This design comes from an exercise in tuning for small area, a short achievable clock period and few clock cycles per item on the open sky130 flow, not from production work.
Function was checked by simulation only, so behaviour that the tests miss may differ from the original.

## the previous run
## point_set_zscore_normalizer_core
module point_set_zscore_normalizer_core
(
    input  logic                      clk,
    input  logic                      rst_n,
    input  logic                      in_valid,
    output logic                      in_stall,
    input  logic signed [COORD_W-1:0] point_x,
    input  logic signed [COORD_W-1:0] point_y,
    input  logic                      end_of_set,
    output logic                      out_valid,
    input  logic                      out_stall,
    output logic signed [OUT_W-1:0]   norm_x,
    output logic signed [OUT_W-1:0]   norm_y,
    output logic [1:0]                status,
    output logic                      last
);
    logic [1:0]  iq_cnt;
    logic [20:0] iq0, iq1;        
    logic        in_stall_r;
    logic        push, pop;
    logic [1:0]  iq_cnt_nxt;
    assign in_stall   = in_stall_r;
    assign push       = in_valid && !in_stall_r;
    assign iq_cnt_nxt = iq_cnt + {1'b0, push} - {1'b0, pop};
    always_ff @(posedge clk or negedge rst_n)
    begin
        if (!rst_n)
        begin
            iq_cnt     <= '0;
            in_stall_r <= 1'b0;
        end
        else
        begin
            iq_cnt     <= iq_cnt_nxt;
            in_stall_r <= iq_cnt_nxt == 2'd2;
        end
    end
    always_ff @(posedge clk)
    begin
        if (pop)
        begin
            if (iq_cnt == 2'd2)
                iq0 <= iq1;
            else
                iq0 <= {end_of_set, point_y, point_x};
            iq1 <= {end_of_set, point_y, point_x};
        end
        else if (push)
        begin
            if (iq_cnt == 2'd0)
                iq0 <= {end_of_set, point_y, point_x};
            iq1 <= {end_of_set, point_y, point_x};
        end
    end
    logic                      h_eos;
    logic signed [COORD_W-1:0] h_x, h_y;
    assign h_eos = iq0[20];
    assign h_y   = iq0[19:10];
    assign h_x   = iq0[9:0];
    localparam int SW = $clog2(RING_D);
    logic [SW-1:0] occ;           
    logic [SW-1:0] rsel;          
    logic [SW-1:0] ph_off;        
    logic signed [SW+1:0] g;      
    logic signed [SW+1:0] hs;     
    logic [6:0]    n_load;        
    logic          keep, can_write, can_close, wr, rd, skip, rds, ph_taken;
    logic          cs_v;          
  ...
==> flow/config.mk <==
export PLATFORM = sky130hd
export DESIGN_NAME = point_set_zscore_normalizer_core
export DESIGN_NICKNAME = point_set_zscore_normalizer_core
export VERILOG_FILES = /design/flow/design.v
export SDC_FILE = /design/flow/constraint.sdc
export NUM_CORES = 4
export LEC_CHECK = 0
export ABC_CLOCK_PERIOD_IN_PS = 4500
export CAP_MARGIN = 20
export CORE_MARGIN = 2
export CORE_UTILIZATION = 40
export SETUP_SLACK_MARGIN = 4.9
export SLEW_MARGIN = 20
==> flow/constraint.sdc <==
create_clock -name core_clock -period 10.0 [get_ports {clk}]
set_input_delay 2.0000 -clock core_clock [delete_from_list [all_inputs] [get_ports {clk}]]
set_output_delay 2.0000 -clock core_clock [all_outputs]
set_load 0.01 [all_outputs]
run.sh (not shown) runs the stock make flow with config.mk's settings and CLKGATE_MAP_FILE= SYNTH_SCRIPT=/design/flow/synth_recipe.tcl, a recipe that flattens the netlist after the stock synthesis.
Testbench counts of the previous run, summed over its fixed seeds: cycles 3,094, items 2,044.
The inputs of the current run differ from those of the previous run as listed below.
diff --git a/flow/config.mk b/flow/config.mk
--- a/flow/config.mk
+++ b/flow/config.mk
@@ -7,3 +7,3 @@
 export LEC_CHECK = 0
-export ABC_CLOCK_PERIOD_IN_PS = 4500
+export ABC_CLOCK_PERIOD_IN_PS = 5000
 export CAP_MARGIN = 20
@@ -11,3 +11,3 @@
 export CORE_UTILIZATION = 40
-export SETUP_SLACK_MARGIN = 4.9
+export SETUP_SLACK_MARGIN = 4.5
 export SLEW_MARGIN = 20
--- outcome ---
- Timing, DRC, antenna: 0 failures across the previous run and the current run
- In the tables for the previous run and the current run, post-cts repair resize count reads higher with the previous run.
- First-pass GRT wire length: the previous run and the current run compared, higher one is the previous run
- The current run vs the previous run, register share of the cell area went up by 0.17 points.
- Re final count of hold timing violations: no difference whatsoever between the current run and the previous run.
- Run comparison: the previous run critical path endpoint u_b0[16]$_DFFE_PP_; the current run critical path endpoint u_vy[57]$_SDFF_PP0_
- [diff] final standard cell area without fillers, the current run relative to the previous run: improvement
- The current run vs the previous run, count of clock-net buffers in the final layout went up by 14.
- In terms of number of multi-input logic gates, the current run and the previous run differ only marginally.

Setup of exp/amber:
Starting RTL as in the previous note.
==> flow/config.mk <==
export PLATFORM = sky130hd
export DESIGN_NAME = point_set_zscore_normalizer_core
export DESIGN_NICKNAME = point_set_zscore_normalizer_core
export VERILOG_FILES = /design/flow/design.v
export SDC_FILE = /design/flow/constraint.sdc
export NUM_CORES = 4
export LEC_CHECK = 0
export ABC_CLOCK_PERIOD_IN_PS = 5000
export CAP_MARGIN = 20
export CORE_MARGIN = 2
export CORE_UTILIZATION = 40
export SETUP_SLACK_MARGIN = 5
export SLEW_MARGIN = 20
==> flow/constraint.sdc <==
create_clock -name core_clock -period 10.0 [get_ports {clk}]
set_input_delay 2.0000 -clock core_clock [delete_from_list [all_inputs] [get_ports {clk}]]
set_output_delay 2.0000 -clock core_clock [all_outputs]
set_load 0.01 [all_outputs]
Testbench counts of exp/amber, summed over its fixed seeds: cycles 3,094, items 2,044.
The inputs of exp/delta differ from those of exp/amber as listed below.
# exp/amber
export LEC_CHECK = 0
export ABC_CLOCK_PERIOD_IN_PS = 5000
export CAP_MARGIN = 20
export CORE_MARGIN = 2
export CORE_UTILIZATION = 40
export SETUP_SLACK_MARGIN = 5
export SLEW_MARGIN = 20
create_clock -name core_clock -period 10.0 [get_ports {clk}]
# exp/delta
export LEC_CHECK = 0
export ABC_CLOCK_PERIOD_IN_PS = 4000
export CAP_MARGIN = 20
export CORE_MARGIN = 2
export CORE_UTILIZATION = 40
export SETUP_SLACK_MARGIN = 5
export SLEW_MARGIN = 20
create_clock -name core_clock -period 10.0 [get_ports {clk}]
Findings:
exp/delta completed end to end with timing, DRC and antenna clean. Changes observed in exp/delta relative to exp/amber: area of all placed cells without fillers closely matched the old numbers; buffering stage count on the worst path with inverters included has remained practically unchanged; count of clock-buffer cells in the layout was more or less identical; setup slack was more or less identical; maximum buffer depth of the clock tree held steady. Diff exp/amber -> exp/delta: number of antenna violations at the first check in global routing was more or less identical, highest attainable clock frequency closely matched the old numbers, instance area at placement barely changed, area of the core region ~0 delta. Between exp/amber and exp/delta, the difference in total wire length is negligible.
The inputs of exp/harbor differ from those of exp/delta as listed below.
# exp/delta
export LEC_CHECK = 0
export ABC_CLOCK_PERIOD_IN_PS = 4000
export CAP_MARGIN = 20
export CORE_MARGIN = 2
export CORE_UTILIZATION = 40
export SETUP_SLACK_MARGIN = 5
export SLEW_MARGIN = 20
create_clock -name core_clock -period 10.0 [get_ports {clk}]
# exp/harbor
export LEC_CHECK = 0
export ABC_CLOCK_PERIOD_IN_PS = 5000
export CAP_MARGIN = 20
export CORE_MARGIN = 2
export CORE_UTILIZATION = 40
export SETUP_SLACK_MARGIN = 4.8
export SLEW_MARGIN = 20
create_clock -name core_clock -period 10.0 [get_ports {clk}]
==> comparison <==
- exp/harbor does worse than exp/delta on final critical delay including setup and external delays.
- Per the comparison of exp/harbor with exp/delta, wire length fell by 2.0%, register area saw little to no change, largest net degree at the start of global routing moved down, proportion of cell area spent on the clock network flat.
- exp/harbor finished every stage and its layout cleared the timing, design-rule and antenna checks.
- Compared with exp/delta, in exp/harbor hold slack picked up an extra 0.013 ns; setup slack lost 0.039 ns.
- Compared exp/delta against exp/harbor; core utilization within noise.
- Summary: with exp/delta as the reference, wire length of the first global-routing pass in exp/harbor moved down slightly.

## before
Another version of the RTL of point_set_zscore_normalizer_core (not shown whole).
For scale: ~21,000 cells after synthesis, roughly 4,700 flip-flops.
==> flow/config.mk <==
export PLATFORM = sky130hd
export DESIGN_NAME = point_set_zscore_normalizer_core
export DESIGN_NICKNAME = point_set_zscore_normalizer_core
export VERILOG_FILES = /design/flow/design.v
export SDC_FILE = /design/flow/constraint.sdc
export NUM_CORES = 4
export LEC_CHECK = 0
export ABC_CLOCK_PERIOD_IN_PS = 5000
export CAP_MARGIN = 20
export CORE_MARGIN = 2
export CORE_UTILIZATION = 60
export SETUP_SLACK_MARGIN = 4.5
export SLEW_MARGIN = 20
==> flow/constraint.sdc <==
create_clock -name core_clock -period 10.0 [get_ports {clk}]
set_input_delay 2.0000 -clock core_clock [delete_from_list [all_inputs] [get_ports {clk}]]
set_output_delay 2.0000 -clock core_clock [all_outputs]
set_load 0.01 [all_outputs]
Testbench counts of before, summed over its fixed seeds: cycles 3,180, items 2,044.
Input-level comparison between after and before:
diff --git a/flow/config.mk b/flow/config.mk
--- a/flow/config.mk
+++ b/flow/config.mk
@@ -11 +11 @@
-export CORE_UTILIZATION = 60
+export CORE_UTILIZATION = 40
Taking before as the reference, in after first-pass GRT wire length decreased by about 3% relative to the old numbers; insertion delay of the later-clocked pin in the worst-skew pair rose by 0.04 ns; number of gates on the worst path with buffers counted dropped 3; area of placed instances picked up an extra about 1.4%. Looking only at routed wire length, and setting everything else aside, the higher value of after and before goes to before. after vs before, startpoint of the most critical setup path: u_zy[63]$_DFFE_PP_ vs u_bx[11]$_DFFE_PP_. Compared with before, in after first-iteration DRC count went down; met2 track demand over resource in global routing now smaller.

Setup of the reference run:
point_set_zscore_normalizer_core, a different RTL version from the one above (not shown whole).
Size: about 21000 cells after synthesis, ~62 I/O pins.
clock: 10.0 ns
lec_check: 0
abc_clock_period_in_ps: 5000
cap_margin: 20
core_margin: 2
core_utilization: 40
slew_margin: 20
Testbench counts of the reference run, summed over its fixed seeds: cycles 3,564, items 2,044.
diff inputs: the reference run => the trial run
# the reference run
export LEC_CHECK = 0
export ABC_CLOCK_PERIOD_IN_PS = 5000
export CAP_MARGIN = 20
export CORE_MARGIN = 2
export CORE_UTILIZATION = 40
export SLEW_MARGIN = 20
create_clock -name core_clock -period 10.0 [get_ports {clk}]
# the trial run
export LEC_CHECK = 0
export ABC_CLOCK_PERIOD_IN_PS = 5000
export CAP_MARGIN = 20
export CORE_MARGIN = 2
export CORE_UTILIZATION = 40
export SETUP_SLACK_MARGIN = 4.5
export SLEW_MARGIN = 20
create_clock -name core_clock -period 10.0 [get_ports {clk}]
--- outcome ---
- The trial run vs the reference run: count of buffers not belonging to the clock network in the layout up
- Register-to-register setup slack, the trial run and the reference run: higher on the trial run
- Combined global-route utilization of all metal layers came out higher on the trial run than on the reference run.
- Reported for the trial run and the reference run, initial core utilization turned out identical to the last digit.
- Of the trial run and the reference run, the lower setup fix buffers added after clock tree synthesis belongs to the reference run.
- Going from the reference run to the trial run, finished layout cell area went up; maximum fanout along the worst path shows a reduction of 61.
- The trial run: total wirelength of the detailed-routed design is 2.1% higher than what the reference run reported.

what the ideal ports hide:
Ports are ideal in the flow. The routed layouts listed here were re-timed in OpenROAD.
Step 1: set_driving_cell puts a clkbuf_16 on clk and a buf_2 on each other input, an assumption about the parent block.
Step 2 also shifts input and output timing later by t, the mid clock arrival at the registers, as if the neighbouring blocks saw the same clock.
Slacks: ideal ports / drivers / drivers and shift; pairs: ideal ports / drivers.
run	t (ns)	slack for setup (ns)	worst hold slack (ns)
the previous run	1.115	5.019 / 5.019 / 4.186	0.259 / 0.259 / 0.259
the current run	1.128	4.665 / 4.665 / 4.529	0.267 / 0.267 / 0.267
exp/amber	1.112	5.023 / 5.023 / 4.388	0.253 / 0.253 / 0.253
exp/delta	1.112	5.023 / 5.023 / 4.388	0.253 / 0.253 / 0.253
exp/harbor	1.139	4.984 / 4.984 / 4.565	0.266 / 0.266 / 0.266
before	1.115	4.579 / 4.579 / 3.583	0.277 / 0.277 / 0.277
after	1.154	4.570 / 4.570 / 3.842	0.285 / 0.285 / 0.285
the reference run	1.137	3.014 / 3.014 / 3.014	0.296 / 0.296 / 0.296
the trial run	1.129	4.614 / 4.614 / 3.862	0.311 / 0.311 / 0.311
After both steps setup and hold are still met in every run listed. For before, which loses most, drivers alone change the setup slack by 0.000 ns; drivers and shift together by -0.996 ns.
